Source: an optimization exercise on an open RTL-to-GDS flow (aim: small area). Production flows keep margins and buffers that such runs may drop.
In this exercise RTL edits were held to simulation tests only and were not proved equivalent to the original.
Power and IR drop assume default switching activity.

## pipe_latches
module pipe_latches #(
	parameter pipe_pkg::word_t pc_initial = 32'h0000_1000
) (
	input logic clk,
	input logic reset,
	input logic flush,
	input logic stall,
	input logic icache_stall,
	input logic hazard,
	input logic [65:0] fd_in,
	input logic [147:0] dx_in,
	input logic [107:0] xm_in,
	input logic [71:0] mw_in,
	input logic [31:0] fd_exc,
	input logic [31:0] dx_exc,
	input logic [31:0] xm_exc,
	input logic [31:0] mw_exc,
	input logic [31:0] mem_addr,
	output logic [65:0] fd_out,
	output logic [147:0] dx_out,
	output logic [107:0] xm_out,
	output logic [71:0] mw_out,
	output logic [95:0] fd_rec,
	output logic [95:0] dx_rec,
	output logic [95:0] xm_rec,
	output logic [95:0] mw_rec
);
For scale: roughly 2,000 cells after synthesis, roughly 500 flip-flops, about 1,300 I/O pins, roughly 0.019 mm^2 of cells after synthesis.
==> flow/config.mk <==
export PLATFORM = sky130hd
export DESIGN_NAME = pipe_latches
export DESIGN_NICKNAME = pipe_latches
export VERILOG_FILES = /design/flow/design.v
export SDC_FILE = /design/flow/constraint.sdc
export NUM_CORES = 4
export LEC_CHECK = 0
export CAP_MARGIN = 20
export CORE_AREA = 5 5 205 205
export CTS_BUF_LIST = sky130_fd_sc_hd__clkbuf_4
export DIE_AREA = 0 0 210 210
export SLEW_MARGIN = 20
==> flow/constraint.sdc <==
create_clock -name core_clock -period 5.0 [get_ports {clk}]
set_input_delay 1.0000 -clock core_clock [delete_from_list [all_inputs] [get_ports {clk}]]
set_output_delay 1.0000 -clock core_clock [all_outputs]
set_load 0.01 [all_outputs]
standard.sh (not shown) runs the stock make flow with config.mk's settings and CLKGATE_MAP_FILE= SYNTH_SCRIPT=/design/flow/synth_recipe.tcl, a recipe that flattens the netlist after the stock synthesis.
==> flow/flow/run.sh <==
#!/bin/bash
# The standard layout, with every port buffered by the smallest buffer (buf_1) instead of the
# cell buffer_ports picks by default, and I/O pins one routing track apart instead of two so
# that the ports fit around a smaller die. Everything else is the standard.sh unchanged.
set -euo pipefail
bash standard.sh "BUFFER_PORTS_ARGS=-buffer_cell sky130_fd_sc_hd__buf_1" \
	"PLACE_PINS_ARGS=-min_distance 1 -min_distance_in_tracks" finish > make_finish.log 2>&1
Next try:
==> flow/flow/run.sh (replaced) <==
#!/bin/bash
# The standard layout, with every port buffered by the smallest buffer (buf_1) instead of the
# cell buffer_ports picks by default, I/O pins one routing track apart instead of two so that
# the ports fit around a smaller die, and clock tree synthesis without dummy loads.
# Everything else is the standard.sh unchanged; ORFS's logs stay under orfs/logs.
set -euo pipefail
bash standard.sh "BUFFER_PORTS_ARGS=-buffer_cell sky130_fd_sc_hd__buf_1" \
	"PLACE_PINS_ARGS=-min_distance 1 -min_distance_in_tracks" \
	"CTS_ARGS=-sink_clustering_enable -repair_clock_nets -buf_list sky130_fd_sc_hd__clkbuf_4 -sink_clustering_size 10 -sink_clustering_max_diameter 40 -dont_use_dummy_load" \
	finish > make_finish.log 2>&1
--- a/flow/config.mk
+++ b/flow/config.mk
@@ -8,5 +8,7 @@
 export CAP_MARGIN = 20
 export CORE_AREA = 5 5 205 205
-export CTS_BUF_LIST = sky130_fd_sc_hd__clkbuf_4
 export DIE_AREA = 0 0 210 210
+export PLACE_DENSITY = 0.8
 export SLEW_MARGIN = 20
+export SYNTH_HIERARCHICAL = 1
+export SYNTH_MINIMUM_KEEP_SIZE = 0
Result: Clock-buffer cell count fell by 114; via count went down by 7.4%; routed wire length fell by about 3%; area after synthesis is lower by about 1.8%; design area decreases by 6.9%; utilization came out lower by 4.2 points; combinational power came out lower by about 10%; register-to-register slack got worse by 160 ps.
Next try:
--- a/flow/flow/run.sh
+++ b/flow/flow/run.sh
@@ -7,4 +7,4 @@
 bash standard.sh "BUFFER_PORTS_ARGS=-buffer_cell sky130_fd_sc_hd__buf_1" \
 	"PLACE_PINS_ARGS=-min_distance 1 -min_distance_in_tracks" \
-	"CTS_ARGS=-sink_clustering_enable -repair_clock_nets -buf_list sky130_fd_sc_hd__clkbuf_4 -sink_clustering_size 10 -sink_clustering_max_diameter 40 -dont_use_dummy_load" \
+	"CTS_ARGS=-sink_clustering_enable -repair_clock_nets -buf_list sky130_fd_sc_hd__clkbuf_16 -sink_clustering_size 32 -sink_clustering_max_diameter 60 -dont_use_dummy_load" \
 	finish > make_finish.log 2>&1
--- a/flow/config.mk
+++ b/flow/config.mk
@@ -9,5 +9,4 @@
 export CORE_AREA = 5 5 205 205
 export DIE_AREA = 0 0 210 210
-export PLACE_DENSITY = 0.8
 export SLEW_MARGIN = 20
 export SYNTH_HIERARCHICAL = 1
Result:
- die area stays the same
- cell area grows slightly
- via count shrinks by a few percent
- non-clock buffer count shrinks by 1
- fmax grows by a little under a tenth
- core utilization grows by 0.97 points
- final cell count shrinks slightly
- global-route usage shrinks by 1.3 points
- first-iteration DRC count shrinks by a quarter to a third
- total power grows by roughly a tenth

========
## run A
pipe_latches again, from the RTL that the note above started with.
## pipe_latches
module pipe_latches #(
	parameter pipe_pkg::word_t pc_initial = 32'h0000_1000
) (
	input logic clk,
	input logic reset,
	input logic flush,
	input logic stall,
	input logic icache_stall,
	input logic hazard,
	input logic [65:0] fd_in,
	input logic [147:0] dx_in,
	input logic [107:0] xm_in,
	input logic [71:0] mw_in,
	input logic [31:0] fd_exc,
	input logic [31:0] dx_exc,
	input logic [31:0] xm_exc,
	input logic [31:0] mw_exc,
	input logic [31:0] mem_addr,
	output logic [65:0] fd_out,
	output logic [147:0] dx_out,
	output logic [107:0] xm_out,
	output logic [71:0] mw_out,
	output logic [95:0] fd_rec,
	output logic [95:0] dx_rec,
	output logic [95:0] xm_rec,
	output logic [95:0] mw_rec
);
export LEC_CHECK = 0
export CAP_MARGIN = 20
export CORE_AREA = 5 5 205 205
export DIE_AREA = 0 0 210 210
export SLEW_MARGIN = 20
export SYNTH_HIERARCHICAL = 1
export SYNTH_MINIMUM_KEEP_SIZE = 0
create_clock -name core_clock -period 5.0 [get_ports {clk}]
==> flow/flow/run.sh <==
#!/bin/bash
# The standard layout, with every port buffered by the smallest buffer (buf_1) instead of the
# cell buffer_ports picks by default, I/O pins one routing track apart instead of two so that
# the ports fit around a smaller die, and clock tree synthesis without dummy loads.
# Everything else is the standard.sh unchanged; ORFS's logs stay under orfs/logs.
set -euo pipefail
bash standard.sh "BUFFER_PORTS_ARGS=-buffer_cell sky130_fd_sc_hd__buf_1" \
	"PLACE_PINS_ARGS=-min_distance 1 -min_distance_in_tracks" \
	"CTS_ARGS=-sink_clustering_enable -repair_clock_nets -buf_list sky130_fd_sc_hd__clkbuf_4 -sink_clustering_size 10 -sink_clustering_max_diameter 40 -dont_use_dummy_load" \
	finish > make_finish.log 2>&1
## Diff of input files: run B against run A
# run A
export LEC_CHECK = 0
export CAP_MARGIN = 20
export CORE_AREA = 5 5 205 205
export DIE_AREA = 0 0 210 210
export SLEW_MARGIN = 20
export SYNTH_HIERARCHICAL = 1
export SYNTH_MINIMUM_KEEP_SIZE = 0
create_clock -name core_clock -period 5.0 [get_ports {clk}]
# run B
export LEC_CHECK = 0
export CAP_MARGIN = 20
export CORE_AREA = 5 5 205 205
export CTS_BUF_LIST = sky130_fd_sc_hd__clkbuf_8
export CTS_CLUSTER_DIAMETER = 50
export CTS_CLUSTER_SIZE = 16
export DIE_AREA = 0 0 210 210
export SLEW_MARGIN = 20
export SYNTH_HIERARCHICAL = 1
export SYNTH_MINIMUM_KEEP_SIZE = 0
create_clock -name core_clock -period 5.0 [get_ports {clk}]
==> flow/flow/run.sh <==
#!/bin/bash
# The standard layout, with every port buffered by the smallest buffer (buf_1) instead of the
# cell buffer_ports picks by default, and I/O pins one routing track apart instead of two so
# that the ports fit around a smaller die. Everything else is the standard.sh unchanged.
set -euo pipefail
bash standard.sh "BUFFER_PORTS_ARGS=-buffer_cell sky130_fd_sc_hd__buf_1" \
	"PLACE_PINS_ARGS=-min_distance 1 -min_distance_in_tracks" finish > make_finish.log 2>&1
Findings:
- In the final reports, the cell area of run B is larger than that of run A.
- [compare] base=run A new=run B: wire length shows no meaningful change; clock-buffer cell count shows a reduction of 22.
- There was hardly any difference in average wire per standard cell between run B and run A.
- Compared with run A, power in run B increased by more than 10%.
- When run B is measured against run A, its minimum clock period after layout turns out 70 ps lower.
For run C, these inputs were changed with respect to run B:
# run B
export LEC_CHECK = 0
export CAP_MARGIN = 20
export CORE_AREA = 5 5 205 205
export CTS_BUF_LIST = sky130_fd_sc_hd__clkbuf_8
export CTS_CLUSTER_DIAMETER = 50
export CTS_CLUSTER_SIZE = 16
export DIE_AREA = 0 0 210 210
export SLEW_MARGIN = 20
export SYNTH_HIERARCHICAL = 1
export SYNTH_MINIMUM_KEEP_SIZE = 0
create_clock -name core_clock -period 5.0 [get_ports {clk}]
# run C
export LEC_CHECK = 0
export CAP_MARGIN = 20
export CORE_AREA = 5 5 245 145
export DIE_AREA = 0 0 250 150
export SLEW_MARGIN = 20
export SYNTH_HIERARCHICAL = 1
export SYNTH_MINIMUM_KEEP_SIZE = 0
create_clock -name core_clock -period 5.0 [get_ports {clk}]
==> flow/flow/run.sh <==
#!/bin/bash
# The standard layout, with every port buffered by the smallest buffer (buf_1) instead of the
# cell buffer_ports picks by default, I/O pins one routing track apart instead of two so that
# the ports fit around a smaller die, and clock tree synthesis without dummy loads.
# Everything else is the standard.sh unchanged; ORFS's logs stay under orfs/logs.
set -euo pipefail
bash standard.sh "BUFFER_PORTS_ARGS=-buffer_cell sky130_fd_sc_hd__buf_1" \
	"PLACE_PINS_ARGS=-min_distance 1 -min_distance_in_tracks" \
	"CTS_ARGS=-sink_clustering_enable -repair_clock_nets -buf_list sky130_fd_sc_hd__clkbuf_4 -sink_clustering_size 10 -sink_clustering_max_diameter 40 -dont_use_dummy_load" \
	finish > make_finish.log 2>&1
Taking run B as the reference point, the global-route usage of run C rises by 3.2 points. Comparing run B and run C, the lower final worst hold slack is on run C. Comparing run B and run C, the higher share of the final layout cell area in multi-input gates was measured on run C. The lower final worst slack came out of run C. Changes observed in run C relative to run B: cell area reported after detailed placement went down, critical path depth went up, starting utilization of the core area up 9.1 points, utilization of the core after routing rose by 9.0 points.

separate check: timing with driven ports:
The flow's constraints put no driver on any port. The routed layouts listed below were extracted and timed again, unchanged, in two steps.
Step 1, drivers: a clkbuf_16 drives clk and a buf_2 each remaining input, both assumed.
Step 2 also shifts input and output timing later by t, the mid clock arrival at the registers, as if the neighbouring blocks saw the same clock.
a / b / c = ideal ports / drivers / drivers and shift; a / b = the first two.
| run | shift t [ns] | setup WS [ns] | worst register clock-pin slew, ns | pins driven straight from the clock port |
|---|---|---|---|---|
| the first run of note 1 | 0.873 | 0.614 / 0.560 / 1.364 | 0.07 / 0.07 | 1 |
| the second run of note 1 | 0.792 | 0.762 / 0.710 / 1.503 | 0.11 / 0.11 | 1 |
| the third run of note 1 | 0.591 | 1.059 / 1.003 / 1.594 | 0.09 / 0.09 | 1 |
| run A | 0.786 | 0.901 / 0.849 / 1.635 | 0.12 / 0.12 | 1 |
| run B | 0.681 | 0.971 / 0.919 / 1.601 | 0.10 / 0.10 | 1 |
| run C | 0.804 | 0.789 / 0.740 / 1.544 | 0.12 / 0.12 | 1 |
After both steps every run listed still meets setup and hold.
